This design comes from an exercise in tuning for small area and a short achievable clock period on the open sky130 flow, not from production work. Where RTL was checked, it was by simulation tests only, not by an equivalence proof against the original. The RTL of runs 1 to 5 was laid out without a check of its function. Power and IR drop assume default switching activity.

==> design.v <==
`default_nettype none
package spm_pkg;
    parameter int SAMPLE_WIDTH_DEFAULT = 16;
    parameter int FIFO_DEPTH_DEFAULT = 16;
    parameter int INTERVAL_WIDTH = 32;
    parameter int TIMER_WIDTH = 32;
    parameter int SAMPLE_MAX_WIDTH = 32;
    function automatic logic [SAMPLE_MAX_WIDTH-1:0] end_marker(input integer width);
        end_marker = 32'd1 << (width - 1);
    endfunction
    function automatic logic [SAMPLE_MAX_WIDTH-1:0] most_negative(input integer width);
        most_negative = end_marker(width) + 32'd1;
    endfunction
    function automatic logic [SAMPLE_MAX_WIDTH-1:0] most_positive(input integer width);
        most_positive = end_marker(width) - 32'd1;
    endfunction
endpackage
`default_nettype wire
`default_nettype none
`timescale 1ns/10ps
module spm_top #(
    parameter int SAMPLE_WIDTH = spm_pkg::SAMPLE_WIDTH_DEFAULT,
    parameter int FIFO_DEPTH   = spm_pkg::FIFO_DEPTH_DEFAULT
) (
    input  logic                               clk,
    input  logic                               reset,
    input  logic                               enable,
    input  logic                               start,
    input  logic [spm_pkg::INTERVAL_WIDTH-1:0] interval,
    input  logic signed [SAMPLE_WIDTH-1:0]     data_in,
    input  logic                               data_in_valid,
    output logic                               data_in_ready,
    output logic signed [SAMPLE_WIDTH-1:0]     min_out,
    output logic signed [SAMPLE_WIDTH-1:0]     max_out,
    output logic                               min_out_valid,
    output logic                               max_out_valid,
    input  logic                               min_out_ready,
    input  logic                               max_out_ready,
    output logic [spm_pkg::TIMER_WIDTH-1:0]    timer,
    output logic                               busy,
    output logic                               done
);
    localparam int AW = $clog2(FIFO_DEPTH);
    localparam int IW = spm_pkg::INTERVAL_WIDTH;
    localparam int TW = spm_pkg::TIMER_WIDTH;
    localparam logic [SAMPLE_WIDTH-1:0] END_MARKER = {1'b1, {(SAMPLE_WIDTH-1){1'b0}}};
    logic signed [SAMPLE_WIDTH-1:0] mn [FIFO_DEPTH];
    logic signed [SAMPLE_WIDTH-1:0] mx [FIFO_DEPTH];
    logic [AW:0]   cnt_mn, cnt_mx;
    logic [AW-1:0] idx_mn, idx_mx;
    logic [IW-1:0] iq;       
    logic          n1;       
    logic [IW-1:0] rem;      
    logic          have;     
    logic ready_int, accept, marker, smp, last, shift, push, pop_mn, pop_mx;
    logic wr0_mn, wr0_mx, start_run;
    assign ready_int     = busy && !cnt_mn[AW] && !cnt_mx[AW];
    assign data_in_ready = enable && ready_int;
    assign accept        = data_in_valid && data_in_ready;
    assign marker        = (data_in == END_MARKER);
    assign smp           = accept && !marker;
    assign last          = have ? (rem == IW'(1)) : n1;
    assign shift         = smp && !have;
    assign push          = accept && (marker ? have : last);
    assign wr0_mn        = smp && (!have || (data_in < mn[0]));
    assign wr0_mx        = smp && (!have || (data_in > mx[0]));
    assign start_run     = enable && !busy && start;
    assign min_out_valid = (cnt_mn != '0);
    assign max_out_valid = (cnt_mx != '0);
    assign pop_mn        = min_out_valid && min_out_ready;
    assign pop_mx        = max_out_valid && max_out_ready;
    assign min_out       = mn[idx_mn];
    assign max_out       = mx[idx_mx];
    always_ff @(posedge clk) begin
        if (shift) begin
            for (int i = 1; i < FIFO_DEPTH; i++) begin
                mn[i] <= mn[i-1];
                mx[i] <= mx[i-1];
            end
        end
        if (wr0_mn) mn[0] <= data_in;
        if (wr0_mx) mx[0] <= data_in;
    end
    always_ff @(posedge clk) begin
        if (enable && !busy) begin
            iq <= interval;
            n1 <= (interval == IW'(1));
        end
        if (smp && !last) begin
            rem <= (have ? rem : iq) - IW'(1);
        end
    end
    always_ff @(posedge clk or posedge reset) begin
        if (reset) begin
            cnt_mn <= '0;
            cnt_mx <= '0;
            idx_mn <= '1;
            idx_mx <= '1;
            have   <= 1'b0;
        end else begin
            case ({push, pop_mn})
                2'b10:   cnt_mn <= cnt_mn + 1'b1;
                2'b01:   cnt_mn <= cnt_mn - 1'b1;
                default: ;
            endcase
            case ({push, pop_mx})
                2'b10:   cnt_mx <= cnt_mx + 1'b1;
                2'b01:   cnt_mx <= cnt_mx - 1'b1;
                default: ;
            endcase
            case ({shift, pop_mn})
                2'b10:   idx_mn <= idx_mn + 1'b1;
                2'b01:   idx_mn <= idx_mn - 1'b1;
                default: ;
            endcase
            case ({shift, pop_mx})
                2'b10:   idx_mx <= idx_mx + 1'b1;
                2'b01:   idx_mx <= idx_mx - 1'b1;
                default: ;
            endcase
            if (accept) have <= smp && !last;
        end
    end
    always_ff @(posedge clk or posedge reset) begin
        if (reset) begin
            busy  <= 1'b0;
            done  <= 1'b0;
            timer <= '0;
        end else if (enable) begin
            if (start_run) begin
                busy  <= 1'b1;
                done  <= 1'b0;
                timer <= '0;
            end else if (busy) begin
                timer <= timer + 1'b1;
                if (accept && marker) begin
                    busy <= 1'b0;
                    done <= 1'b1;
                end
            end
        end
    end
endmodule
`default_nettype wire
==> run.sh <==
#!/bin/bash
# synth_recipe.tcl (not shown) runs the flow's synth.tcl, then flattens the netlist and writes it again
# the make line also repeats each setting of config.mk as NAME=value (left out here)
make -C /OpenROAD-flow-scripts/flow DESIGN_CONFIG=/design/flow/config.mk WORK_HOME=/design/flow/orfs CLKGATE_MAP_FILE= SYNTH_SCRIPT=/design/flow/synth_recipe.tcl finish
==> config.mk <==
export PLATFORM = sky130hd
export DESIGN_NAME = spm_top
export DESIGN_NICKNAME = spm_top
export VERILOG_FILES = /design/flow/design.v
export SDC_FILE = /design/flow/constraint.sdc
export NUM_CORES = 4
export LEC_CHECK = 0
export CAP_MARGIN = 20
export CORE_MARGIN = 2
export CORE_UTILIZATION = 40
export SLEW_MARGIN = 20
==> constraint.sdc <==
create_clock -name core_clock -period 4.5 [get_ports {clk}]
set_input_delay 0.9000 -clock core_clock [delete_from_list [all_inputs] [get_ports {clk}]]
set_output_delay 0.9000 -clock core_clock [all_outputs]
set_load 0.01 [all_outputs]
==> results of run 1 <==
## final cells by class
cell class	instances	share of cell area (%)
sequential	630	59.8
multi-input combinational	1016	23.3
timing repair buffer	188	5.84
clock buffer	81	5.71
tap	864	3.46
clock inverter	36	1.20
inverter	56	0.698
antenna	2	0.0160
## synth_stat cells (5+ instances only)
library cell	instances
nand3_1	47
buf_1	25
or3_1	13
buf_2	6
dfrtp_1	45
a21o_1	8
a211oi_1	5
a222oi_1	31
and2_1	10
nand2_1	88
mux2_2	32
xnor2_1	39
dfstp_2	8
and3_1	8
nor2b_1	18
nor3b_1	8
nor3_1	39
nor2_1	103
a32oi_1	12
xor2_1	29
nor4_1	18
a32o_1	10
mux4_2	6
inv_1	56
o211ai_1	7
ha_1	53
a221oi_1	30
a22oi_1	50
mux2i_1	54
a22o_1	38
edfxtp_1	577
nand4_1	19
a31oi_1	25
a21oi_1	88
clkbuf_1	64
o21ai_0	67
## power by group
part / switching, mW / total [mW] / internal [mW] / leakage [nW]
Combinational: 3.79 / 6.55 / 2.76 / 3.54
Sequential: 0.369 / 7.41 / 7.04 / 5.90
Clock: 2.23 / 5.51 / 3.27 / 1.06
Total: 6.39 / 19.5 / 13.1 / 10.5
## worst max path at each step
stage	end	cells past startpoint	slack [ns]
floorplan	mn[10][0]$_DFFE_PP_	4	-4.63
global placement	cnt_mn[4]$_DFFE_PP0P_	15	0.43
detailed placement	cnt_mn[4]$_DFFE_PP0P_	15	0.39
CTS	max_out[12]	10	0.02
global route	max_out[12]	10	0.01
finish	min_out[6]	6	0.15
## layer usage
layer / vias to the layer above / global-route usage (%)
met2: 610 / 27.6
met4: 12 / 5.97
met3: 99 / 3.95
li1: 7405 / -
met5: - / 0
met1: 8124 / 26.6
## per-stage QoR
step / worst slack [ns] / power [mW] / hold WS (ns)
after floorplan: -4.63 / 11.4 / 0.417
after global placement: 0.431 / 13.9 / 0.422
after detailed placement: 0.386 / 14.0 / 0.426
after CTS: 0.0171 / 19.6 / 0.425
after global routing: 0.0139 / 20.4 / 0.435
final: 0.150 / 19.5 / 0.427
## state kept, by name, indices dropped and copies added, names as in the netlist
signal / flops
idx_mn: 4
n1: 1
timer: 32
rem: 32
cnt_mn: 5
busy: 1
idx_mx: 4
mx: 256
done: 1
cnt_mx: 5
mn: 256
iq: 32
have: 1
## kinds of logic after synthesis
group | after synthesis | share of synthesized area, %
fa+ha+maj | 55 | 2.66
mux | 94 | 4.02
xor+xnor | 68 | 2.25
flops | 630 | 70.5
compound gates | 401 | 10.7
simple gates | 398 | 7.51
buf+inv | 155 | 2.34
## worst max-delay path, stage by stage, from the launching register on
cell and delay (ns):
dfstp_2 0.43, buf_4 0.23, nor2_1 0.87, a22o_1 0.27
a22oi_1 0.09, a41oi_1 0.35, clkdlybuf4s50_1 0.62
## timing repair
action,4_1_cts,5_1_grt
setup buffers,0,6
gates resized for setup,2,7
hold buffers,0,0
endpoints found under the setup margin,6,20
==> results.sh, run 1 <==
export IMPL_status="timing/DRC/antenna clean"
export IMPL_finalMaxSlewViolations=0
export IMPL_dp_cells=2748
export IMPL_via_count=16250
export IMPL_die_h_microns=261
export IMPL_final_area_sq_um=31200
export IMPL_drc_errors=0
export IMPL_grt_pass1_vias=16131
export IMPL_htree_levels=3
export IMPL_synth_top_area_share_pct=65.5
export IMPL_cts_buffers=68
export IMPL_r2r_start="rem[19]$_DFFE_PP_"
export IMPL_hold_viol_final=0
export IMPL_syn_area_sq_um=26500
export IMPL_leakage_nw=10.5
export IMPL_startpoint_type="register"
export IMPL_dr_wl_met3_mm=4.73
export IMPL_cts_max_path_buffers=3
export IMPL_top_layer_used="met5"
export IMPL_vias_per_cell=5.66
export IMPL_place_congestion=0.838
export IMPL_dr_pass1_iters=6
export IMPL_grt_max_degree=134
export IMPL_wl_per_cell_microns=21.8
export IMPL_seq_area_frac_synth_pct=70.5
export IMPL_grt_pass1_wl_mm=96.6
export IMPL_power_density_nw_per_um2=624
export IMPL_cp_data_required_time_ns=3.60
export IMPL_multi_input_area_sq_um=7260
export IMPL_rows=94
export IMPL_insertion_delay_ns=0.60
export IMPL_finalCritPeriodShare_pct=96.7
export IMPL_async_reset_ff_share_pct=8.41
export IMPL_die_area_sq_um=68200
export IMPL_dpl_hpwl_mm=40.4
export IMPL_final_common_cell="edfxtp_1"
export IMPL_cts_tree="built"
export IMPL_finalSetupTns_ns=0
export IMPL_antenna_found_initial=8
export IMPL_holdPathEnd="mx[8][12]$_DFFE_PP_"
export IMPL_tightest_slew_ns=1.11
export IMPL_detail_route_iter0_violations=1897
export IMPL_end_kind="output pin"
export IMPL_synth_area_per_cell_sq_um=14.7
export IMPL_path_max_fanout=20
export IMPL_yosysTopAreaCell="edfxtp_1"
export IMPL_netlist_instances=1801
export IMPL_crit_type="register to output pin"
export IMPL_syn_num_nets=1911
export IMPL_peakVddDrop_mv=0.308
export IMPL_max_freq_ghz=0.230
export IMPL_fin_nets=2070
export IMPL_fin_util_pct=47.6
export IMPL_fillers=5662
export IMPL_die_x_microns=261
export IMPL_reg2reg_slack_ns=0.91
export IMPL_ff2ff_path_depth=15
export IMPL_start_util_pct=40.3
export IMPL_drt_total_wl_mm=62.5
export IMPL_setup_violations=0
export IMPL_area_growth_pct=17.9
export IMPL_grt_total_usage_pct=18.4
export IMPL_skew_ns=0.0278
export IMPL_final_seq_area_sq_um=18700
export IMPL_crit_start="idx_mn[3]$_DFFE_PP1P_"
export IMPL_synth_edf_count=577
export IMPL_hp_class="register to register"
export IMPL_clk_pin_slew_worst_paths_ns=0.06
export IMPL_whs_path_depth=0
export IMPL_synthTopCellsByArea="edfxtp_1 (65%), dfrtp_1 (4.3%), ha_1 (2.5%)"
export IMPL_place_area_sq_um=29000
export IMPL_wl_met1_mm=28.3
export IMPL_stdcell_count=2873
export IMPL_synth_seq_cells=630
export IMPL_top_level_ports=124
export IMPL_core_area_sq_um=65600
export IMPL_worstPathArrival_ns=3.45
export IMPL_most_common_layout_cells="edfxtp_1 (577), clkdlybuf4s50_1 (123), nor2_1 (102)"
export IMPL_drive_gt1_share_pct=11.7
export IMPL_synthFlopType="edfxtp_1"
export IMPL_synth_cell_type_count=70
export IMPL_r2r_end="cnt_mx[4]$_DFFE_PP0P_"
export IMPL_hp_start="mx[7][12]$_DFFE_PP_"
export IMPL_rsz0062_at_grt="false"
export IMPL_met2_length_mm=28.0
export IMPL_yosysWarnings=3
export IMPL_final_antenna_net_count=0
export IMPL_fin_crit_ns=4.35
export IMPL_cts_sinks=630
export IMPL_io_buffers=123
export IMPL_maxSlewHeadroom_pct=26.1
export IMPL_maxCapViolCount=0
export IMPL_grt_ovfl_total=0
export IMPL_root_buffer="clkbuf_16"
==> inputs of run 2 (changes only) <==
--- a/config.mk
+++ b/config.mk
@@ -6,6 +6,8 @@
 export NUM_CORES = 4
 export LEC_CHECK = 0
+export ABC_CLOCK_PERIOD_IN_PS = 2500
 export CAP_MARGIN = 20
 export CORE_MARGIN = 2
-export CORE_UTILIZATION = 40
+export CORE_UTILIZATION = 60
+export SETUP_SLACK_MARGIN = 2.0
 export SLEW_MARGIN = 20
==> run 2 against run 1 <==
  * Sequential share of layout area fell by 6.5 points
  * Final area rose by 12%
  * Clock power rose by 2%
  * Still clean on timing, DRC and antenna
  * Highest routed layer unchanged
  * Core utilization rose by 33 points
==> results.sh, run 2 <==
export IMPL_setup_violations=0
export IMPL_netSwitchingFraction_pct=34.5
export IMPL_synth_seq_cells=630
export IMPL_top_level_ports=124
export IMPL_power_total_mw=23.2
export IMPL_fillers=2282
export IMPL_synth_top_area_share_pct=65.5
export IMPL_clk_pin_slew_worst_paths_ns=0.07
export IMPL_startpoint_type="register"
export IMPL_leakage_nw=12.5
export IMPL_dr_pass1_iters=6
export IMPL_peakVddDrop_mv=0.448
export IMPL_grt_total_usage_pct=30.5
export IMPL_most_common_layout_cells="edfxtp_1 (577), buf_4 (167), nor2_1 (86)"
export IMPL_synthTopCellsByArea="edfxtp_1 (65%), dfrtp_1 (4.3%), ha_1 (2.5%)"
export IMPL_place_congestion=0.844
export IMPL_ys_top_cells_by_count="edfxtp_1 (577), nor2_1 (103), a21oi_1 (88), nand2_1 (88), o21ai_0 (67)"
export IMPL_seq_area_frac_synth_pct=70.5
export IMPL_grt_max_degree=107
export IMPL_reg2reg_slack_ns=1.24
export IMPL_netlist_instances=1801
export IMPL_final_common_cell="edfxtp_1"
export IMPL_power_switching_mw=8.00
export IMPL_die_x_microns=214
export IMPL_area_growth_pct=32.4
export IMPL_yosysWarnings=3
export IMPL_clockPowerShare_pct=24.3
export IMPL_worstPathCellList="buf_6, ha_4, buf_6, nor2b_4, buf_4, a32oi_1, nand3_1, o21ai_1, a31oi_2, buf_2"
export IMPL_die_h_microns=214
export IMPL_drive_gt1_share_pct=33.7
export IMPL_cts_max_path_buffers=3
export IMPL_dpl_hpwl_mm=38.8
export IMPL_core_area_sq_um=43300
export IMPL_rsz0062_at_grt="true"
export IMPL_synth_cell_type_count=70
export IMPL_grt_pass1_vias=17983
export IMPL_wl_per_cell_microns=26.0
export IMPL_fin_nets=2294
export IMPL_fin_crit_ns=3.77
export IMPL_via_count=18235
export IMPL_antenna_found_initial=6
export IMPL_drt_total_wl_mm=73.2
export IMPL_max_freq_ghz=0.265
export IMPL_vias_per_cell=6.47
export IMPL_comb_power_share_pct=43.5
export IMPL_tightest_slew_ns=1.04
export IMPL_path_max_fanout=8
export IMPL_worstPathArrival_ns=2.87
export IMPL_start_util_pct=61.2
export IMPL_cts_tree="built"
export IMPL_htree_levels=3
export IMPL_crit_buf_inv=4
export IMPL_grt_ovfl_total=0
export IMPL_final_antenna_net_count=0
export IMPL_power_density_nw_per_um2=661
export IMPL_critPathMaxStageDelay_ns=0.58
export IMPL_hp_class="register to register"
export IMPL_synth_edf_count=577
export IMPL_path_common_cell="buf_6"
export IMPL_top_regs="mn x256, mx x256"
export IMPL_synth_area_per_cell_sq_um=14.7
export IMPL_hold_ws_ns=0.439
export IMPL_drc_errors=0
export IMPL_slowest_stage="dfstp_2"
export IMPL_detail_route_iter0_violations=2461
export IMPL_end_kind="output pin"
export IMPL_syn_area_sq_um=26500
export IMPL_insertion_delay_ns=0.60
export IMPL_cts_buffers=66
export IMPL_cp_data_required_time_ns=3.60
export IMPL_status="timing/DRC/antenna clean"
export IMPL_intPower_mw=15.2
export IMPL_hold_viol_final=0
export IMPL_async_reset_ff_share_pct=8.41
export IMPL_cts_hold_buf=0
export IMPL_cts_sinks=630
export IMPL_place_area_sq_um=29100
export IMPL_skew_ns=0.0255
export IMPL_syn_num_nets=1911
export IMPL_rows=76
export IMPL_finalMaxSlewViolations=0
export IMPL_io_buffers=123
export IMPL_root_buffer="clkbuf_16"
export IMPL_synthFlopType="edfxtp_1"
export IMPL_synth_most_common_cell="edfxtp_1"
export IMPL_maxSlewHeadroom_pct=30.8
export IMPL_seqPwrFrac_pct=32.2
export IMPL_yosysTopAreaCell="edfxtp_1"
export IMPL_finalCritPeriodShare_pct=83.8
export IMPL_final_area_sq_um=35000
export IMPL_cp_top_family="buffers and inverters"
export IMPL_maxCapViolCount=0
export IMPL_grt_pass1_wl_mm=107
export IMPL_crit_type="register to output pin"
export IMPL_die_area_sq_um=45800
==> run 2: cell counts after synthesis <==
No cell type changed its count.
==> run 2: layout make-up <==
type                       count  area [sq um]  share of cell area, %
tap                          585           732                   2.09
antenna                        1          2.50                0.00714
sequential                   630         18700                   53.3
clock inverter                32           333                  0.950
multi-input combinational   1019          8960                   25.6
timing repair buffer         411          4230                   12.1
clock buffer                  84          1870                   5.32
inverter                      56           234                  0.668
==> run 2: metal layers <==
layer  global-route usage (%)  wire length (microns)
met5                        0                     37
met4                     10.5                   2320
met3                     6.98                   7000
met2                     46.6                  34300
met1                     43.6                  29600
==> run 2: final timing paths <==
| check | start | endpoint | depth (start not counted) |
|---|---|---|---|
| min reg2reg | mx[6][2]$_DFFE_PP_ | mx[7][2]$_DFFE_PP_ | 0 |
| max | idx_mx[0]$_DFFE_PP1P_ | max_out[14] | 10 |
| max in group asynchronous | reset | timer[10]$_DFFE_PP0P_ | 2 |
| min | mx[6][2]$_DFFE_PP_ | mx[7][2]$_DFFE_PP_ | 0 |
| max reg2reg | rem[19]$_DFFE_PP_ | cnt_mn[4]$_DFFE_PP0P_ | 15 |
| min in group asynchronous | reset | cnt_mx[1]$_DFFE_PP0P_ | 2 |
==> run 2: power by group through the flow <==
| stage | Combinational, mW | Sequential [mW] | Clock (mW) |
|---|---|---|---|
| 6_report | 10.1 | 7.47 | 5.62 |
| 5_1_grt | 10.5 | 7.51 | 5.89 |
| 4_1_cts | 8.89 | 7.44 | 5.65 |
| 3_5_place_dp | 6.79 | 7.60 | 0 |
| 3_3_place_gp | 6.68 | 7.59 | 0 |
| 2_1_floorplan | 4.79 | 7.51 | 0 |
==> run 2: metrics by stage <==
step	setup slack, ns	instances	setup TNS (ns)	utilization (%)
after floorplan	-4.63	1801	-2221.08	-
after global placement	0.457	2460	0	67.3
after detailed placement	0.411	2460	0	67.3
after CTS	0.816	2757	0	78.3
after global routing	0.654	2818	0	81.0
final	0.728	2818	0	81.0
==> run 2: cells by family after synthesis <==
family | after synthesis | share of synthesized area, %
AO/OA/AOI/OAI | 401 | 10.7
adder cells (fa/ha/maj) | 55 | 2.66
AND/OR/NAND/NOR | 398 | 7.51
multiplexers | 94 | 4.02
XOR/XNOR | 68 | 2.25
buffers and inverters | 155 | 2.34
flip-flops | 630 | 70.5
==> run 2: repair_timing <==
action / CTS / global route
pin swaps: 131 / 108
endpoints found under the hold margin: 0 / 0
gates resized for setup: 401 / 183
setup endpoints to repair: 630 / 360
gates cloned: 12 / 8
buffers inserted: 169 / 52
==> inputs of run 3 (changes only) <==
--- a/config.mk
+++ b/config.mk
@@ -6,8 +6,9 @@
 export NUM_CORES = 4
 export LEC_CHECK = 0
-export ABC_CLOCK_PERIOD_IN_PS = 2500
 export CAP_MARGIN = 20
 export CORE_MARGIN = 2
 export CORE_UTILIZATION = 60
-export SETUP_SLACK_MARGIN = 2.0
+export CTS_BUF_LIST = sky130_fd_sc_hd__clkbuf_4 sky130_fd_sc_hd__clkbuf_8
+export CTS_CLUSTER_SIZE = 30
+export SETUP_SLACK_MARGIN = 1.8
 export SLEW_MARGIN = 20
==> run 3 against run 2 <==
  * Final area decreased by 2.2%
  * Worst hold slack got worse by 0.0024 ns
  * Non-clock buffer count shrank 33
  * Combinational power about the same
  * Still clean
  * Highest routed layer unchanged
  * Largest cell class unchanged
  * Via count up 0.18%
  * Fmax down 1.2%
  * Total power decreased by 2.2%
  * First-iteration DRC count down 5.2%
  * Area after synthesis unchanged
  * Die area did not move
==> results.sh, run 3 <==
export IMPL_syn_num_nets=1911
export IMPL_setup_worst_path_end="min_out[14]"
export IMPL_crit_type="register to output pin"
export IMPL_die_h_microns=214
export IMPL_cts_tree="built"
export IMPL_maxSlewHeadroom_pct=36.5
export IMPL_reg2reg_slack_ns=1.39
export IMPL_synthFlopType="edfxtp_1"
export IMPL_syn_area_sq_um=26500
export IMPL_rsz0062_at_grt="true"
export IMPL_grt_pass1_vias=18018
export IMPL_synth_top_area_share_pct=65.5
export IMPL_synth_most_common_cell="edfxtp_1"
export IMPL_htree_levels=3
export IMPL_cts_hold_buf=0
export IMPL_drc_errors=0
export IMPL_yosysWarnings=3
export IMPL_yosysTopAreaCell="edfxtp_1"
export IMPL_cts_sinks=630
export IMPL_rows=76
export IMPL_fillers=2429
export IMPL_fin_nets=2295
export IMPL_io_buffers=123
export IMPL_async_reset_ff_share_pct=8.41
export IMPL_finalMaxSlewViolations=0
export IMPL_final_common_cell="edfxtp_1"
export IMPL_dr_pass1_iters=6
export IMPL_crit_start="idx_mn[0]$_DFFE_PP1P_"
export IMPL_top_level_ports=124
export IMPL_r2r_end="cnt_mn[4]$_DFFE_PP0P_"
export IMPL_grt_pass1_wl_mm=107
export IMPL_hold_viol_final=0
export IMPL_top_regs="mn x256, mx x256"
export IMPL_place_congestion=0.813
export IMPL_power_total_mw=22.7
export IMPL_area_growth_pct=29.5
export IMPL_finalCritPeriodShare_pct=84.8
export IMPL_synth_area_per_cell_sq_um=14.7
export IMPL_fin_crit_ns=3.82
export IMPL_peakVddDrop_mv=0.361
export IMPL_start_util_pct=61.2
export IMPL_root_buffer="clkbuf_8"
export IMPL_status="timing/DRC/antenna clean"
export IMPL_fin_util_pct=79.2
export IMPL_wl_per_cell_microns=25.2
export IMPL_die_x_microns=214
export IMPL_grt_total_usage_pct=30.2
export IMPL_end_kind="output pin"
export IMPL_path_max_fanout=6
export IMPL_synth_cell_type_count=70
export IMPL_synth_seq_cells=630
export IMPL_leakage_nw=12.1
export IMPL_dpl_hpwl_mm=38.3
export IMPL_finalSetupTns_ns=0
export IMPL_synthTopCellsByArea="edfxtp_1 (65%), dfrtp_1 (4.3%), ha_1 (2.5%)"
export IMPL_hp_class="register to register"
export IMPL_insertion_delay_ns=0.71
export IMPL_antenna_found_initial=6
export IMPL_most_common_layout_cells="edfxtp_1 (577), buf_4 (156), clkbuf_8 (105)"
export IMPL_worstPathArrival_ns=2.92
export IMPL_hold_ws_ns=0.436
export IMPL_r2r_start="rem[11]$_DFFE_PP_"
export IMPL_finalWorstSetupSlack_ns=0.684
export IMPL_setup_violations=0
export IMPL_synth_edf_count=577
export IMPL_cp_data_required_time_ns=3.60
export IMPL_cts_max_path_buffers=3
export IMPL_die_area_sq_um=45800
export IMPL_netlist_instances=1801
export IMPL_ys_top_cells_by_count="edfxtp_1 (577), nor2_1 (103), a21oi_1 (88), nand2_1 (88), o21ai_0 (67)"
export IMPL_via_count=18268
export IMPL_grt_max_degree=118
export IMPL_final_antenna_net_count=0
export IMPL_detail_route_iter0_violations=2334
export IMPL_grt_ovfl_total=0
export IMPL_final_seq_area_sq_um=18700
export IMPL_preCtsSetupSlack_ns=0.481
export IMPL_drive_gt1_share_pct=31.8
export IMPL_core_area_sq_um=43300
export IMPL_max_freq_ghz=0.262
export IMPL_drt_total_wl_mm=71.8
export IMPL_clk_pin_slew_worst_paths_ns=0.07
export IMPL_power_density_nw_per_um2=661
export IMPL_skew_ns=0.0261
export IMPL_seq_area_frac_synth_pct=70.5
export IMPL_tightest_slew_ns=0.951
export IMPL_vias_per_cell=6.40
export IMPL_startpoint_type="register"
export IMPL_multi_input_area_sq_um=8490
export IMPL_cts_buffers=101
export IMPL_ff2ff_path_depth=14
export IMPL_maxCapViolCount=0
[run 3: cell counts after synthesis]
No cell type changed its count.
[run 3: worst max-delay path: stages, from the launching register on]
cell and delay, ns:
dfstp_2 0.58, inv_4 0.06, ha_4 0.20, buf_12 0.15, buf_16 0.14, a222oi_1 0.38, a21oi_1 0.15, a221oi_2 0.28
a21oi_2 0.10, buf_4 0.16
[run 3: metrics by stage]
step,cell area [sq um],cells
floorplan,27000,1801
detailed placement,28800,2460
global placement,28800,2460
CTS,33200,2795
global route,34300,2852
finish,34300,2854
[run 3: timing repair]
item / CTS / global route
setup buffers: 134 / 51
cloned: 16 / 6
setup endpoints to repair: 565 / 84
gates resized for setup: 355 / 136
pin swaps: 112 / 88
[run 3: cell families (layout without fill, tap and decap cells)]
family                     count (synthesis)  count (layout)  share of synthesized area [%]
DFF                                      630             630                           70.5
AOI/OAI and AO/OA                        401             402                           10.7
and+or+nand+nor                          398             399                           7.51
buffers and inverters                    155             619                           2.34
muxes                                     94              94                           4.02
xor gates and xnor gates                  68              68                           2.25
adders and majority gates                 55              55                           2.66
other                                      0               2                              0
[run 3: layer usage]
| layer | routed length (microns) | part of all wire [%] | vias up | track usage [%] |
|---|---|---|---|---|
| met1 | 28900 | 40 | 9177 | 43.6 |
| met2 | 33200 | 46 | 1017 | 45.4 |
| li1 | - | - | 7908 | - |
| met5 | 68 | 0.095 | - | 0 |
| met3 | 7810 | 11 | 156 | 7.84 |
| met4 | 1850 | 2.6 | 10 | 9.84 |
[run 3: cell type report]
class / count / share of cell area (%)
Sequential cell: 630 / 54.5
Multi-Input combinational cell: 1018 / 24.8
Timing Repair Buffer: 378 / 12.0
Clock buffer: 139 / 4.96
Tap cell: 585 / 2.14
Clock inverter: 46 / 1.00
Inverter: 56 / 0.675
Antenna cell: 2 / 0.0146
[run 3: worst min path at each step]
| stage | from | end | slack (ns) | depth (start not counted) |
|---|---|---|---|---|
| global route | mx[1][7]$_DFFE_PP_ | mx[2][7]$_DFFE_PP_ | 0.45 | 0 |
| CTS | mx[7][10]$_DFFE_PP_ | mx[8][10]$_DFFE_PP_ | 0.44 | 0 |
| floorplan | mx[2][7]$_DFFE_PP_ | mx[3][7]$_DFFE_PP_ | 0.42 | 0 |
| finish | mx[2][2]$_DFFE_PP_ | mx[3][2]$_DFFE_PP_ | 0.44 | 0 |
| detailed placement | mx[2][2]$_DFFE_PP_ | mx[3][2]$_DFFE_PP_ | 0.43 | 0 |
| global placement | mx[8][15]$_DFFE_PP_ | mx[9][15]$_DFFE_PP_ | 0.42 | 0 |
[run 3: report_power, final]
group / internal, mW / total (mW) / switching (mW)
combinational: 4.88 / 10.2 / 5.28
clock: 2.74 / 5.03 / 2.30
sequential: 7.06 / 7.47 / 0.411
==> inputs of run 4 (changes only) <==
--- a/design.v
+++ b/design.v
@@ -48,11 +48,14 @@
     logic signed [SAMPLE_WIDTH-1:0] mx [FIFO_DEPTH];
     logic [AW:0]   cnt_mn, cnt_mx;
-    logic [AW-1:0] idx_mn, idx_mx;
+    logic [AW-1:0] occ_mn, occ_mx;
     logic [IW-1:0] iq;       
     logic          n1;       
     logic [IW-1:0] rem;      
+    logic [IW-1:0] base;     
     logic          have;     
-    logic ready_int, accept, marker, smp, last, shift, push, pop_mn, pop_mx;
-    logic wr0_mn, wr0_mx, start_run;
+    logic          last;     
+    logic ready_int, accept, marker, smp, shift, push, pop_mn, pop_mx;
+    logic wr0_mn, wr0_mx, start_run, head_mn, head_mx;
+    logic signed [SAMPLE_WIDTH-1:0] push_mn, push_mx, rd_mn, rd_mx;
     assign ready_int     = busy && !cnt_mn[AW] && !cnt_mx[AW];
     assign data_in_ready = enable && ready_int;
@@ -60,5 +63,4 @@
     assign marker        = (data_in == END_MARKER);
     assign smp           = accept && !marker;
-    assign last          = have ? (rem == IW'(1)) : n1;
     assign shift         = smp && !have;
     assign push          = accept && (marker ? have : last);
@@ -66,10 +68,19 @@
     assign wr0_mx        = smp && (!have || (data_in > mx[0]));
     assign start_run     = enable && !busy && start;
-    assign min_out_valid = (cnt_mn != '0);
-    assign max_out_valid = (cnt_mx != '0);
+    assign base          = have ? rem : iq;
     assign pop_mn        = min_out_valid && min_out_ready;
     assign pop_mx        = max_out_valid && max_out_ready;
-    assign min_out       = mn[idx_mn];
-    assign max_out       = mx[idx_mx];
+    assign head_mn       = push && (cnt_mn == '0 || (cnt_mn == (AW+1)'(1) && pop_mn));
+    assign head_mx       = push && (cnt_mx == '0 || (cnt_mx == (AW+1)'(1) && pop_mx));
+    assign push_mn       = wr0_mn ? data_in : mn[0];
+    assign push_mx       = wr0_mx ? data_in : mx[0];
+    always_comb begin
+        rd_mn = '0;
+        rd_mx = '0;
+        for (int i = 0; i < FIFO_DEPTH; i++) begin
+            rd_mn = rd_mn | (mn[i] & {SAMPLE_WIDTH{occ_mn == AW'(i + 2)}});
+            rd_mx = rd_mx | (mx[i] & {SAMPLE_WIDTH{occ_mx == AW'(i + 2)}});
+        end
+    end
     always_ff @(posedge clk) begin
         if (shift) begin
@@ -81,40 +92,49 @@
         if (wr0_mn) mn[0] <= data_in;
         if (wr0_mx) mx[0] <= data_in;
+        if (head_mn)     min_out <= push_mn;
+        else if (pop_mn) min_out <= rd_mn;
+        if (head_mx)     max_out <= push_mx;
+        else if (pop_mx) max_out <= rd_mx;
     end
     always_ff @(posedge clk) begin
         if (enable && !busy) begin
-            iq <= interval;
-            n1 <= (interval == IW'(1));
+            iq   <= interval;
+            n1   <= (interval == IW'(1));
+            last <= (interval == IW'(1));
+        end else if (accept) begin
+            last <= (smp && !last) ? (base == IW'(2)) : n1;
         end
         if (smp && !last) begin
-            rem <= (have ? rem : iq) - IW'(1);
+            rem <= base - IW'(1);
         end
     end
     always_ff @(posedge clk or posedge reset) begin
         if (reset) begin
-            cnt_mn <= '0;
-            cnt_mx <= '0;
-            idx_mn <= '1;
-            idx_mx <= '1;
-            have   <= 1'b0;
+            cnt_mn        <= '0;
+            cnt_mx        <= '0;
+            occ_mn        <= '0;
+            occ_mx        <= '0;
+            min_out_valid <= 1'b0;
+            max_out_valid <= 1'b0;
+            have          <= 1'b0;
         end else begin
             case ({push, pop_mn})
-                2'b10:   cnt_mn <= cnt_mn + 1'b1;
-                2'b01:   cnt_mn <= cnt_mn - 1'b1;
+                2'b10:   begin cnt_mn <= cnt_mn + 1'b1; min_out_valid <= 1'b1; end
+                2'b01:   begin cnt_mn <= cnt_mn - 1'b1; min_out_valid <= (cnt_mn != (AW+1)'(1)); end
                 default: ;
             endcase
             case ({push, pop_mx})
-                2'b10:   cnt_mx <= cnt_mx + 1'b1;
-                2'b01:   cnt_mx <= cnt_mx - 1'b1;
+                2'b10:   begin cnt_mx <= cnt_mx + 1'b1; max_out_valid <= 1'b1; end
+                2'b01:   begin cnt_mx <= cnt_mx - 1'b1; max_out_valid <= (cnt_mx != (AW+1)'(1)); end
                 default: ;
             endcase
             case ({shift, pop_mn})
-                2'b10:   idx_mn <= idx_mn + 1'b1;
-                2'b01:   idx_mn <= idx_mn - 1'b1;
+                2'b10:   occ_mn <= occ_mn + 1'b1;
+                2'b01:   occ_mn <= occ_mn - 1'b1;
                 default: ;
             endcase
             case ({shift, pop_mx})
-                2'b10:   idx_mx <= idx_mx + 1'b1;
-                2'b01:   idx_mx <= idx_mx - 1'b1;
+                2'b10:   occ_mx <= occ_mx + 1'b1;
+                2'b01:   occ_mx <= occ_mx - 1'b1;
                 default: ;
             endcase
==> config.mk (replaced) <==
export PLATFORM = sky130hd
export DESIGN_NAME = spm_top
export DESIGN_NICKNAME = spm_top
export VERILOG_FILES = /design/flow/design.v
export SDC_FILE = /design/flow/constraint.sdc
export NUM_CORES = 4
export LEC_CHECK = 0
export ABC_CLOCK_PERIOD_IN_PS = 2500
export CAP_MARGIN = 20
export CORE_MARGIN = 2
export CORE_UTILIZATION = 60
export SETUP_SLACK_MARGIN = 2.0
export SLEW_MARGIN = 20
==> run 4 against run 3 <==
  * Still clean on timing, DRC and antenna
  * Sequential power up 18%
  * Cell count down 0.39%
  * Global-route usage down 1.4 points
  * Fmax up 29%
  * Combinational power down about 20%
  * Clock skew down 0.0070 ns
  * Flip-flop and latch count up 35
  * Die area up 4.7%
  * Final area up 2.8%
  * Critical endpoint is now min_out[4]$_DFFE_PP_
  * Largest power group is now registers
==> results.sh, run 4 <==
export IMPL_status="timing/DRC/antenna clean"
export IMPL_vias_per_cell=6.52
export IMPL_area_growth_pct=27.0
export IMPL_maxSlewHeadroom_pct=39.0
export IMPL_synth_compound_area_share_pct=11.3
export IMPL_core_area_sq_um=45500
export IMPL_top_level_ports=124
export IMPL_synthSimpleGateAreaFrac_pct=7.18
export IMPL_setup_violations=0
export IMPL_end_kind="register"
export IMPL_ys_top_cells_by_count="edfxtp_1 (578), nand2_1 (103), nor2_1 (87)"
export IMPL_final_antenna_net_count=0
export IMPL_die_h_microns=219
export IMPL_leakage_nw=12.4
export IMPL_holdPathEnd="mx[5][7]$_DFFE_PP_"
export IMPL_cts_buffers=69
export IMPL_maxCapViolCount=0
export IMPL_path_max_fanout=6
export IMPL_synthMuxAreaShare_pct=4.45
export IMPL_synth_cell_type_count=76
export IMPL_synth_top_area_share_pct=62.6
export IMPL_whs_path_depth=0
export IMPL_hp_class="register to register"
export IMPL_async_reset_ff_share_pct=8.27
export IMPL_synth_top_family_by_area="compound AO/OA/AOI/OAI gates"
export IMPL_syn_num_nets=2011
export IMPL_stdcell_count=2843
export IMPL_hold_ws_ns=0.434
export IMPL_max_freq_ghz=0.338
export IMPL_slowest_stage="a2111o_1"
export IMPL_grt_pass1_vias=18172
export IMPL_crit_buf_inv=2
export IMPL_htree_levels=3
export IMPL_die_x_microns=219
export IMPL_final_common_cell="edfxtp_1"
export IMPL_drive_gt1_share_pct=27.2
export IMPL_drt_total_wl_mm=71.9
export IMPL_skew_ns=0.0192
export IMPL_grt_total_usage_pct=28.8
export IMPL_start_util_pct=61.0
export IMPL_die_area_sq_um=48000
export IMPL_grt_pass1_wl_mm=105
export IMPL_synth_seq_cells=665
export IMPL_fin_crit_ns=2.96
export IMPL_power_total_mw=22.5
export IMPL_startpoint_type="input pin"
export IMPL_dpl_hpwl_mm=40.2
export IMPL_worstPathCellList="buf_12, ha_4, a2111o_1, a311o_1, o311a_1, nor3_4, buf_6, mux2_4, mux2_4"
export IMPL_reg2reg_slack_ns=1.55
export IMPL_tightest_slew_ns=0.914
export IMPL_power_density_nw_per_um2=639
export IMPL_yosysWarnings=3
export IMPL_insertion_delay_ns=0.61
export IMPL_synthFlopType="edfxtp_1"
export IMPL_top_regs="mn x256, mx x256"
export IMPL_cts_hold_buf=0
export IMPL_detail_route_iter0_violations=2272
export IMPL_place_congestion=0.833
export IMPL_fillers=2694
export IMPL_synth_edf_count=578
export IMPL_synthTopCellsByArea="edfxtp_1 (63%), dfrtp_1 (5.0%), ha_1 (2.4%)"
export IMPL_netlist_instances=1902
export IMPL_drc_errors=0
export IMPL_synth_most_common_cell="edfxtp_1"
export IMPL_cp_top_family="compound AO/OA/AOI/OAI gates"
export IMPL_ff2ff_path_depth=10
export IMPL_wl_per_cell_microns=25.3
export IMPL_dr_pass1_iters=8
export IMPL_rows=78
export IMPL_peakVddDrop_mv=0.418
export IMPL_crit_type="input pin to register"
export IMPL_antenna_diode_count=0
export IMPL_cts_sinks=665
export IMPL_r2r_start="mn[0][12]$_DFF_P_"
export IMPL_clk_pin_slew_worst_paths_ns=0.06
export IMPL_rsz0062_at_grt="true"
export IMPL_cts_max_path_buffers=3
export IMPL_seq_area_frac_synth_pct=69.8
export IMPL_yosysTopAreaCell="edfxtp_1"
export IMPL_syn_area_sq_um=27700
export IMPL_grt_ovfl_total=0
export IMPL_synthAdderAreaFrac_pct=2.44
export IMPL_via_count=18535
export IMPL_synth_xor_area_share_pct=2.37
export IMPL_path_common_cell="mux2_4"
export IMPL_antenna_found_initial=0
export IMPL_synth_area_per_cell_sq_um=14.6
export IMPL_cp_data_required_time_ns=4.85
export IMPL_most_common_layout_cells="edfxtp_1 (578), buf_4 (133), nand2_1 (87)"
export IMPL_hold_viol_final=0
export IMPL_finalCritPeriodShare_pct=65.8
export IMPL_dp_cells=2565
export IMPL_hp_start="mx[4][7]$_DFFE_PP_"
export IMPL_worstPathArrival_ns=3.30
export IMPL_r2r_end="min_out[4]$_DFFE_PP_"
export IMPL_io_buffers=123
export IMPL_fin_nets=2295
export IMPL_critPathMaxStageDelay_ns=0.36
export IMPL_cts_tree="built"
export IMPL_finalMaxSlewViolations=0
export IMPL_root_buffer="clkbuf_16"
export IMPL_grt_max_degree=60
-- run 4: cell count changes in the layout (fill, tap and decap cells not counted), sizes merged, moves of 13 or more --
cell,change
xor2,+13
nand3,+24
o211ai,+15
mux2,+28
clkinv,-16
nand2,+16
nor2,-15
buf,-65
mux2i,-16
a21oi,-15
clkbuf,-48
a211oi,+13
dfxtp,+32
-- run 4: per-layer routing --
layer	GRT usage [%]	up-vias	part of all wire [%]
met3	5.25	145	8.5
met4	9.59	0	2.7
met2	44.3	948	47
met5	0	-	0
li1	-	8098	-
met1	42.0	9344	41
-- run 4: worst reg2reg max path, delay by kind of cell (launching register included) --
| kind | cells | cell delay, ns |
|---|---|---|
| AND/OR/NAND/NOR | 2 | 0.44 |
| multiplexers | 2 | 0.59 |
| flip-flops | 1 | 0.41 |
| adder cells (fa/ha/maj) | 1 | 0.28 |
| buffers and inverters | 2 | 0.26 |
| AO/OA/AOI/OAI | 3 | 0.72 |
-- run 4: kinds of logic after synthesis --
kind of cell	after synthesis
multiplexers	107
flip-flops	665
buffers and inverters	170
AND/OR/NAND/NOR	402
AO/OA/AOI/OAI	429
adder cells (fa/ha/maj)	54
XOR/XNOR	75
-- run 4: repair_timing --
| item | in CTS | in global routing |
|---|---|---|
| cloned | 4 | 4 |
| endpoints found under the setup margin | 709 | 306 |
| setup buffers | 90 | 52 |
| gates resized for setup | 329 | 134 |
| pin swaps | 64 | 68 |
-- run 4: worst max-delay path by stage --
| stage | from | end | slack (ns) | cells after the start |
|---|---|---|---|---|
| 2_1_floorplan | data_in[10] | mn[10][0]$_DFFE_PP_ | -5.02 | 7 |
| 3_3_place_gp | data_in[1] | cnt_mx[3]$_DFFE_PP0P_ | 0.38 | 10 |
| 3_5_place_dp | data_in[6] | max_out[7]$_DFFE_PP_ | 0.21 | 9 |
| 4_1_cts | data_in[1] | min_out[14]$_DFFE_PP_ | 1.50 | 9 |
| 5_1_grt | mn[0][12]$_DFF_P_ | min_out[9]$_DFFE_PP_ | 1.48 | 11 |
| 6_report | data_in[1] | min_out[4]$_DFFE_PP_ | 1.54 | 9 |
-- run 4: final cells by class --
| cell class | instances | area [sq um] | area share (%) |
|---|---|---|---|
| flip-flops and latches | 665 | 19500 | 55.2 |
| multi-input cells | 1070 | 9340 | 26.5 |
| repair buffers | 320 | 3230 | 9.17 |
| clock buffers | 97 | 1960 | 5.55 |
| well taps | 600 | 751 | 2.13 |
| clock inverters | 31 | 246 | 0.699 |
| inverters | 59 | 240 | 0.682 |
| repair inverters | 1 | 5.00 | 0.0142 |
-- run 4: per-stage QoR --
stage	setup slack [ns]	area, sq um	util [%]	TNS, ns
floorplan	-5.02	28200	-	-2409.61
global placement	0.376	30200	66.4	0
detailed placement	0.214	30200	66.4	0
CTS	1.50	34200	75.2	0
global route	1.48	35200	77.5	0
finish	1.54	35200	77.5	0
-- run 4: where the power goes --
group          internal, mW  switching, mW
Clock                  3.22           2.37
Sequential             7.90          0.910
Combinational          3.69           4.41
==> inputs of run 5 (changes only) <==
--- a/config.mk
+++ b/config.mk
@@ -6,8 +6,9 @@
 export NUM_CORES = 4
 export LEC_CHECK = 0
-export ABC_CLOCK_PERIOD_IN_PS = 2500
 export CAP_MARGIN = 20
 export CORE_MARGIN = 2
 export CORE_UTILIZATION = 60
+export CTS_BUF_LIST = sky130_fd_sc_hd__clkbuf_4 sky130_fd_sc_hd__clkbuf_8
+export CTS_CLUSTER_SIZE = 30
 export SETUP_SLACK_MARGIN = 2.0
 export SLEW_MARGIN = 20
==> run 5 against run 4 <==
  * Sequential power down 0.9%
  * Worst hold slack improved by 0.0014 ns
  * Via count up 1.2%
  * Register-to-register slack better by 0.09 ns
  * Clock power fell by 8.8%
  * Final area decreased by 1.3%
  * Die area unchanged
  * Sequential share of layout area increased by 0.78 points
  * Core utilization shrank 0.98 points
  * Global-route usage increased by 0.17 points
  * Setup slack improved by 0.056 ns
  * Non-clock buffer count is 3 lower
==> results.sh, run 5 <==
export IMPL_drive_gt1_share_pct=29.0
export IMPL_synthFlopType="edfxtp_1"
export IMPL_finalWorstSetupSlack_ns=1.60
export IMPL_wl_per_cell_microns=24.8
export IMPL_async_reset_ff_share_pct=8.27
export IMPL_clk_pin_slew_worst_paths_ns=0.07
export IMPL_top_level_ports=124
export IMPL_antenna_diode_count=0
export IMPL_finalMaxSlewViolations=0
export IMPL_multi_input_area_sq_um=9190
export IMPL_cp_data_required_time_ns=5.03
export IMPL_grt_pass1_vias=18421
export IMPL_power_density_nw_per_um2=629
export IMPL_worstPathArrival_ns=3.43
export IMPL_max_freq_ghz=0.344
export IMPL_grt_total_usage_pct=29.0
export IMPL_path_max_fanout=8
export IMPL_die_area_sq_um=48000
export IMPL_antenna_found_initial=2
export IMPL_seq_area_frac_synth_pct=69.8
export IMPL_fillers=2752
export IMPL_startpoint_type="input pin"
export IMPL_top_regs="mn x256, mx x256"
export IMPL_insertion_delay_ns=0.70
export IMPL_skew_ns=0.0266
export IMPL_synth_seq_cells=665
export IMPL_maxSlewHeadroom_pct=37.0
export IMPL_hp_class="register to register"
export IMPL_status="timing/DRC/antenna clean"
export IMPL_syn_num_nets=2011
export IMPL_final_seq_area_sq_um=19500
export IMPL_dpl_hpwl_mm=40.2
export IMPL_core_area_sq_um=45500
export IMPL_io_buffers=123
export IMPL_crit_type="input pin to register"
export IMPL_ys_top_cells_by_count="edfxtp_1 (578), nand2_1 (103), nor2_1 (87)"
export IMPL_drc_errors=0
export IMPL_netlist_instances=1902
export IMPL_maxCapViolCount=0
export IMPL_finalCritPeriodShare_pct=64.5
export IMPL_htree_levels=3
export IMPL_dr_pass1_iters=8
export IMPL_cts_sinks=665
export IMPL_fin_util_pct=76.5
export IMPL_start_util_pct=61.0
export IMPL_grt_max_degree=97
export IMPL_peakVddDrop_mv=0.418
export IMPL_end_kind="register"
export IMPL_rsz0062_at_grt="true"
export IMPL_synth_most_common_cell="edfxtp_1"
export IMPL_synth_cell_type_count=76
export IMPL_die_x_microns=219
export IMPL_die_h_microns=219
export IMPL_rows=78
export IMPL_hold_viol_final=0
export IMPL_grt_pass1_wl_mm=106
export IMPL_final_common_cell="edfxtp_1"
export IMPL_fin_crit_ns=2.90
export IMPL_root_buffer="clkbuf_8"
export IMPL_cts_max_path_buffers=3
export IMPL_synthTopCellsByArea="edfxtp_1 (63%), dfrtp_1 (5.0%), ha_1 (2.4%)"
export IMPL_cts_buffers=104
export IMPL_preCtsSetupSlack_ns=0.214
export IMPL_tightest_slew_ns=0.944
export IMPL_final_antenna_net_count=0
export IMPL_place_congestion=0.833
export IMPL_cts_tree="built"
export IMPL_most_common_layout_cells="edfxtp_1 (578), buf_4 (142), clkbuf_8 (108)"
export IMPL_drt_total_wl_mm=71.9
export IMPL_vias_per_cell=6.47
export IMPL_via_count=18750
export IMPL_yosysWarnings=3
export IMPL_setup_violations=0
export IMPL_power_total_mw=21.9
export IMPL_yosysTopAreaCell="edfxtp_1"
export IMPL_synth_edf_count=578
export IMPL_grt_ovfl_total=0
export IMPL_synth_area_per_cell_sq_um=14.6
export IMPL_area_growth_pct=25.4
export IMPL_leakage_nw=12.3
export IMPL_synth_top_area_share_pct=62.6
export IMPL_syn_area_sq_um=27700
export IMPL_detail_route_iter0_violations=2150
export IMPL_fin_nets=2327
run 5: routing by layer:
| layer | vias up | share of wire, % | global-route usage [%] |
|---|---|---|---|
| met2 | 951 | 47 | 44.4 |
| met5 | - | 0.018 | 0 |
| li1 | 8190 | - | - |
| met1 | 9454 | 41 | 40.8 |
| met4 | 4 | 3.0 | 11.1 |
| met3 | 151 | 8.8 | 6.68 |
run 5: critical path, stage by stage:
cell      delay, ns
buf_8          0.11
buf_6          0.13
ha_4           0.27
nand4_1        0.15
nor4_4         0.38
a21boi_4       0.32
a311oi_4       0.06
buf_4          0.16
a211oi_4       0.33
buf_12         0.18
o211ai_1       0.20
a31oi_4        0.24
run 5: final timing paths:
| check | startpoint | to | slack, ns | cells after the start |
|---|---|---|---|---|
| setup / recovery | data_in[7] | max_out[6]$_DFFE_PP_ | 1.60 | 12 |
| hold / removal | mn[9][12]$_DFFE_PP_ | mn[10][12]$_DFFE_PP_ | 0.44 | 0 |
| setup reg to reg | mx[0][7]$_DFF_P_ | max_out[6]$_DFFE_PP_ | 1.64 | 11 |
| hold reg to reg | mn[9][12]$_DFFE_PP_ | mn[10][12]$_DFFE_PP_ | 0.44 | 0 |
| max in group asynchronous | reset | timer[19]$_DFFE_PP0P_ | 3.07 | 3 |
| min in group asynchronous | reset | cnt_mn[0]$_DFFE_PP0P_ | 0.59 | 2 |
run 5: kinds of logic after synthesis:
family / count (synthesis) / synth area share, %
xor gates and xnor gates: 75 / 2.37
AOI/OAI and AO/OA: 429 / 11.3
muxes: 107 / 4.45
and+or+nand+nor: 402 / 7.18
DFF: 665 / 69.8
adders and majority gates: 54 / 2.44
buffers and inverters: 170 / 2.40
run 5: area by class of cell:
class | count | share of cell area, %
Clock buffer | 134 | 4.83
Clock inverter | 54 | 1.06
Inverter | 59 | 0.676
Multi-Input combinational cell | 1070 | 26.4
Sequential cell | 665 | 56.0
Tap cell | 600 | 2.16
Timing Repair Buffer | 317 | 8.83
Timing Repair inverter | 1 | 0.0144
run 5: power by group:
part | switching (mW) | internal, mW
Clock | 2.38 | 2.72
Sequential | 0.810 | 7.92
Combinational | 4.45 | 3.62
run 5: repair_timing:
item                                    in CTS  in global routing
endpoints found under the setup margin     722                566
pin swaps                                   39                 56
buffers inserted                            92                 45
hold buffers                                 0                  0
gates cloned                                 2                  8
gates resized for setup                    362                122
run 5: per-stage QoR:
| step | hold slack (ns) | cell area [sq um] | std cells | TNS [ns] |
|---|---|---|---|---|
| 5_1_grt | 0.436 | 34800 | 2900 | 0 |
| 2_1_floorplan | 0.418 | 28200 | 1902 | -2409.61 |
| 3_3_place_gp | 0.423 | 30200 | 2565 | 0 |
| 3_5_place_dp | 0.427 | 30200 | 2565 | 0 |
| 6_report | 0.436 | 34800 | 2900 | 0 |
| 4_1_cts | 0.432 | 33700 | 2847 | 0 |
==> inputs of run 6 (changes only) <==
--- a/design.v
+++ b/design.v
@@ -45,4 +45,10 @@
     localparam int TW = spm_pkg::TIMER_WIDTH;
     localparam logic [SAMPLE_WIDTH-1:0] END_MARKER = {1'b1, {(SAMPLE_WIDTH-1){1'b0}}};
+    function automatic logic [31:0] inc32(input logic [31:0] x);
+        for (int i = 0; i < 32; i++) inc32[i] = x[i] ^ ((x & ((32'd1 << i) - 32'd1)) == ((32'd1 << i) - 32'd1));
+    endfunction
+    function automatic logic [31:0] dec32(input logic [31:0] x);
+        for (int i = 0; i < 32; i++) dec32[i] = x[i] ^ ((x & ((32'd1 << i) - 32'd1)) == 32'd0);
+    endfunction
     logic signed [SAMPLE_WIDTH-1:0] mn [FIFO_DEPTH];
     logic signed [SAMPLE_WIDTH-1:0] mx [FIFO_DEPTH];
@@ -58,4 +64,7 @@
     logic wr0_mn, wr0_mx, start_run, head_mn, head_mx;
     logic signed [SAMPLE_WIDTH-1:0] push_mn, push_mx, rd_mn, rd_mx;
+    logic lt_mn, gt_mx;
+    spm_lt #(.W(SAMPLE_WIDTH)) i_lt_mn (.a(data_in), .b(mn[0]),   .lt(lt_mn));
+    spm_lt #(.W(SAMPLE_WIDTH)) i_gt_mx (.a(mx[0]),   .b(data_in), .lt(gt_mx));
     assign ready_int     = busy && !cnt_mn[AW] && !cnt_mx[AW];
     assign data_in_ready = enable && ready_int;
@@ -65,6 +74,6 @@
     assign shift         = smp && !have;
     assign push          = accept && (marker ? have : last);
-    assign wr0_mn        = smp && (!have || (data_in < mn[0]));
-    assign wr0_mx        = smp && (!have || (data_in > mx[0]));
+    assign wr0_mn        = smp && (!have || lt_mn);
+    assign wr0_mx        = smp && (!have || gt_mx);
     assign start_run     = enable && !busy && start;
     assign base          = have ? rem : iq;
@@ -106,5 +115,5 @@
         end
         if (smp && !last) begin
-            rem <= base - IW'(1);
+            rem <= dec32(base);
         end
     end
@@ -153,5 +162,5 @@
                 timer <= '0;
             end else if (busy) begin
-                timer <= timer + 1'b1;
+                timer <= inc32(timer);
                 if (accept && marker) begin
                     busy <= 1'b0;
@@ -163,2 +172,34 @@
 endmodule
 `default_nettype wire
+`default_nettype none
+module spm_lt #(
+    parameter int W = 16
+) (
+    input  logic [W-1:0] a,
+    input  logic [W-1:0] b,
+    output logic         lt
+);
+    localparam int L = $clog2(W);
+    localparam int P = 1 << L;
+    logic [P-1:0] g [L+1];
+    logic [P-1:0] e [L+1];
+    always_comb begin
+        g[0] = '0;
+        e[0] = '1;
+        for (int i = 0; i < W; i++) begin
+            if (i == W - 1) g[0][i] = a[i] & ~b[i];
+            else            g[0][i] = ~a[i] & b[i];
+            e[0][i] = ~(a[i] ^ b[i]);
+        end
+        for (int l = 1; l <= L; l++) begin
+            g[l] = '0;
+            e[l] = '0;
+            for (int i = 0; i < (P >> l); i++) begin
+                g[l][i] = g[l-1][2*i+1] | (e[l-1][2*i+1] & g[l-1][2*i]);
+                e[l][i] = e[l-1][2*i+1] & e[l-1][2*i];
+            end
+        end
+        lt = g[L][0];
+    end
+endmodule
+`default_nettype wire
==> flow/run.sh (new file) <==
#!/bin/bash
# Standard layout, with two changes: the clock tree is built without dummy
# loads, and the port buffers are the smallest plain buffer (timing repair
# sizes them up where a path needs it).
set -euo pipefail
export CTS_ARGS="-sink_clustering_enable -repair_clock_nets -sink_clustering_size 30 -buf_list {sky130_fd_sc_hd__clkbuf_4 sky130_fd_sc_hd__clkbuf_8} -dont_use_dummy_load"
export BUFFER_PORTS_ARGS="-buffer_cell sky130_fd_sc_hd__buf_1"
bash standard.sh synth > synth.log 2>&1
bash standard.sh finish > layout.log 2>&1
==> standard.sh (new file) <==
#!/bin/bash
# synth_recipe.tcl (not shown) runs the flow's synth.tcl, then flattens the netlist and writes it again
# the make line also repeats each setting of config.mk as NAME=value (left out here)
make -C /OpenROAD-flow-scripts/flow DESIGN_CONFIG=/design/flow/config.mk WORK_HOME=/design/flow/orfs CLKGATE_MAP_FILE= SYNTH_SCRIPT=/design/flow/synth_recipe.tcl "${@:-finish}"
removed: run.sh
==> run 6 against run 5 <==
  * Clock power is 18% lower
  * Sequential share of layout area is 4.5 points higher
  * Die area is essentially flat
  * Non-clock buffer count is 74 lower
  * Highest routed layer unchanged
  * Critical endpoint is now max_out[15]$_DFFE_PP_
  * Clock-buffer cell count is 29 lower
  * Synthesized cell count down 2.4%
  * Final area shrank 7.8%
  * Flip-flop and latch count did not move
  * Combinational power down 11%
  * Total power is 7.2% lower
  * Routed wire length shrank 9.3%
  * Area after synthesis about the same
==> results.sh, run 6 <==
export IMPL_status="timing/DRC/antenna clean"
export IMPL_vias_per_cell=6.33
export IMPL_maxCapViolCount=0
export IMPL_clk_pin_slew_worst_paths_ns=0.06
export IMPL_synthTopCellsByArea="edfxtp_1 (63%), dfrtp_1 (5.0%), ha_1 (2.8%)"
export IMPL_crit_type="register to register"
export IMPL_synth_most_common_cell="edfxtp_1"
export IMPL_io_buffers=123
export IMPL_synthFlopType="edfxtp_1"
export IMPL_grt_max_degree=108
export IMPL_power_density_nw_per_um2=634
export IMPL_worstPathArrival_ns=2.92
export IMPL_comb_power_share_pct=35.3
export IMPL_hold_viol_final=0
export IMPL_intPower_mw=13.3
export IMPL_startpoint_type="register"
export IMPL_drive_gt1_share_pct=21.1
export IMPL_power_switching_mw=7.02
export IMPL_rows=78
export IMPL_synth_top_area_share_pct=62.6
export IMPL_synth_edf_count=578
export IMPL_hp_class="input pin to async pin"
export IMPL_cts_max_path_buffers=3
export IMPL_leakage_nw=11.1
export IMPL_yosysTopAreaCell="edfxtp_1"
export IMPL_cts_tree="built"
export IMPL_finalCritPeriodShare_pct=55.5
export IMPL_max_freq_ghz=0.400
export IMPL_fin_nets=2219
export IMPL_cts_buffers=105
export IMPL_grt_total_usage_pct=27.2
export IMPL_die_x_microns=219
export IMPL_fin_util_pct=70.5
export IMPL_via_count=17113
export IMPL_multi_input_area_sq_um=8410
export IMPL_core_area_sq_um=45500
export IMPL_synth_area_per_cell_sq_um=14.9
export IMPL_die_h_microns=219
export IMPL_peakVddDrop_mv=0.329
export IMPL_hold_ws_ns=0.389
export IMPL_synth_cell_type_count=70
export IMPL_netSwitchingFraction_pct=34.5
export IMPL_power_total_mw=20.3
export IMPL_detail_route_iter0_violations=1761
export IMPL_antenna_found_initial=3
export IMPL_path_max_fanout=5
export IMPL_dr_pass1_iters=6
export IMPL_grt_pass1_vias=17042
export IMPL_skew_ns=0.0567
export IMPL_top_regs="mn x256, mx x256"
export IMPL_async_reset_ff_share_pct=8.27
export IMPL_netlist_instances=1857
export IMPL_dpl_hpwl_mm=39.4
export IMPL_syn_num_nets=1973
export IMPL_final_seq_area_sq_um=19400
export IMPL_seqPwrFrac_pct=44.1
export IMPL_finalWorstSetupSlack_ns=2.00
export IMPL_htree_levels=3
export IMPL_end_kind="register"
export IMPL_drt_total_wl_mm=65.2
export IMPL_setup_violations=0
export IMPL_start_util_pct=61.0
export IMPL_tightest_slew_ns=0.956
export IMPL_area_growth_pct=15.6
export IMPL_wl_per_cell_microns=24.1
export IMPL_insertion_delay_ns=0.70
export IMPL_fillers=3120
export IMPL_syn_area_sq_um=27700
export IMPL_yosysWarnings=8
export IMPL_place_congestion=0.795
export IMPL_synth_seq_cells=665
export IMPL_preCtsSetupSlack_ns=0.839
export IMPL_maxSlewHeadroom_pct=36.0
export IMPL_fin_crit_ns=2.50
export IMPL_most_common_layout_cells="edfxtp_1 (578), nand2_1 (122), buf_1 (108)"
export IMPL_root_buffer="clkbuf_8"
export IMPL_drc_errors=0
export IMPL_grt_ovfl_total=0
export IMPL_cts_sinks=665
export IMPL_grt_pass1_wl_mm=98.9
export IMPL_ys_top_cells_by_count="edfxtp_1 (578), nand2_1 (124), nor2_1 (73)"
export IMPL_seq_area_frac_synth_pct=69.9
export IMPL_top_level_ports=124
export IMPL_final_common_cell="edfxtp_1"
export IMPL_clockPowerShare_pct=20.5
export IMPL_final_antenna_net_count=0
export IMPL_rsz0062_at_grt="true"
export IMPL_finalMaxSlewViolations=0
export IMPL_cp_data_required_time_ns=4.92
export IMPL_die_area_sq_um=47900
-- run 6: layer usage --
metal  GRT usage, %  wire length, microns  vias up  share of wire, %
li1               -                     -     7728                 -
met1           40.4                 28900     8527                44
met2           39.6                 29300      740                45
met3           6.76                  5460      114               8.4
met4           8.81                  1540        4               2.4
met5              0                    26        -             0.040
-- run 6: cell type report --
class | instances | share of cell area [%]
repair buffers | 243 | 5.65
multi-input cells | 1032 | 26.2
clock buffers | 105 | 4.51
inverters | 56 | 0.706
well taps | 600 | 2.34
diodes | 1 | 0.00780
flip-flops and latches | 665 | 60.5
-- run 6: worst paths after layout --
check	from	endpoint	slack, ns	cells after the start
min in group core_clock	mx[9][12]$_DFFE_PP_	mx[10][12]$_DFFE_PP_	0.41	0
max in group asynchronous	reset	occ_mn[3]$_DFFE_PP0P_	3.54	3
hold reg to reg	mx[9][12]$_DFFE_PP_	mx[10][12]$_DFFE_PP_	0.41	0
setup reg to reg	mx[0][2]$_DFF_P_	max_out[15]$_DFFE_PP_	2.00	10
hold / removal	reset	cnt_mx[3]$_DFFE_PP0P_	0.39	3
setup / recovery	mx[0][2]$_DFF_P_	max_out[15]$_DFFE_PP_	2.00	10
-- run 6: cells by family (layout without fill, tap and decap cells) --
family,after synthesis,in the layout,synth area share [%]
AOI/OAI and AO/OA,388,388,10.3
other,0,1,0
buffers and inverters,160,404,2.34
and+or+nand+nor,381,381,6.90
DFF,665,665,69.9
muxes,138,138,5.80
adders and majority gates,61,61,2.75
xor gates and xnor gates,64,64,2.02
-- run 6: through the flow --
stage | instances | TNS (ns) | cell area [sq um]
4_1_cts | 2679 | 0 | 31500
2_1_floorplan | 1857 | -2237.96 | 28000
3_3_place_gp | 2523 | 0 | 29300
6_report | 2702 | 0 | 32100
5_1_grt | 2702 | 0 | 32100
3_5_place_dp | 2523 | 0 | 29300
-- run 6: power groups by stage --
stage | registers, mW | logic, mW | clock network, mW
2_1_floorplan | 8.79 | 4.31 | 0
3_3_place_gp | 9.07 | 5.86 | 0
3_5_place_dp | 9.08 | 5.96 | 0
4_1_cts | 8.95 | 6.74 | 4.26
5_1_grt | 9.06 | 7.74 | 4.50
6_report | 8.97 | 7.18 | 4.17
-- run 6: what timing repair did --
item                       in CTS  in global routing
buffers inserted               49                 20
pin swaps                      16                 27
hold buffers                    0                  0
setup endpoints to repair     597                 94
gates resized for setup        86                 87
cloned                          2                  2
-- run 6: worst max-delay path: stages (launching register included) --
cell       delay (ns)
dfxtp_2          0.33
inv_2            0.05
ha_4             0.27
buf_6            0.08
a211oi_2         0.05
a2111oi_2        0.36
o211ai_1         0.17
a31oi_4          0.22
buf_12           0.16
mux2_4           0.30
mux2_4           0.25

-- static timing again, ports no longer ideal --
The flow's constraints put no driver on any port. The routed layouts listed below were extracted and timed again, unchanged, in two steps. Step 1 assumes that a clkbuf_16 drives the clock port and a buf_2 every other input. Step 2 times the ports against the registers' clock, not the clock port: input delays grow and output delays shrink by t, the midpoint of the rising clock arrivals with the driver on. Slacks: ideal / step 1 / step 2; pairs: ideal / step 1.
run	t, ns	setup slack, ns	worst setup path at the end
run 1	0.647	0.150 / 0.089 / 0.200	input to register
run 2	0.649	0.728 / 0.669 / 0.964	input to register
run 3	0.747	0.684 / 0.627 / 0.873	input to register
run 4	0.655	1.541 / 1.533 / 0.878	input to register
run 5	0.734	1.597 / 1.606 / 0.872	input to register
run 6	0.724	2.002 / 1.925 / 1.201	input to register
After both steps every run listed still meets setup and hold. The setup slack of run 6, which loses most, moves by -0.077 ns with the drivers and by -0.801 ns with both steps.
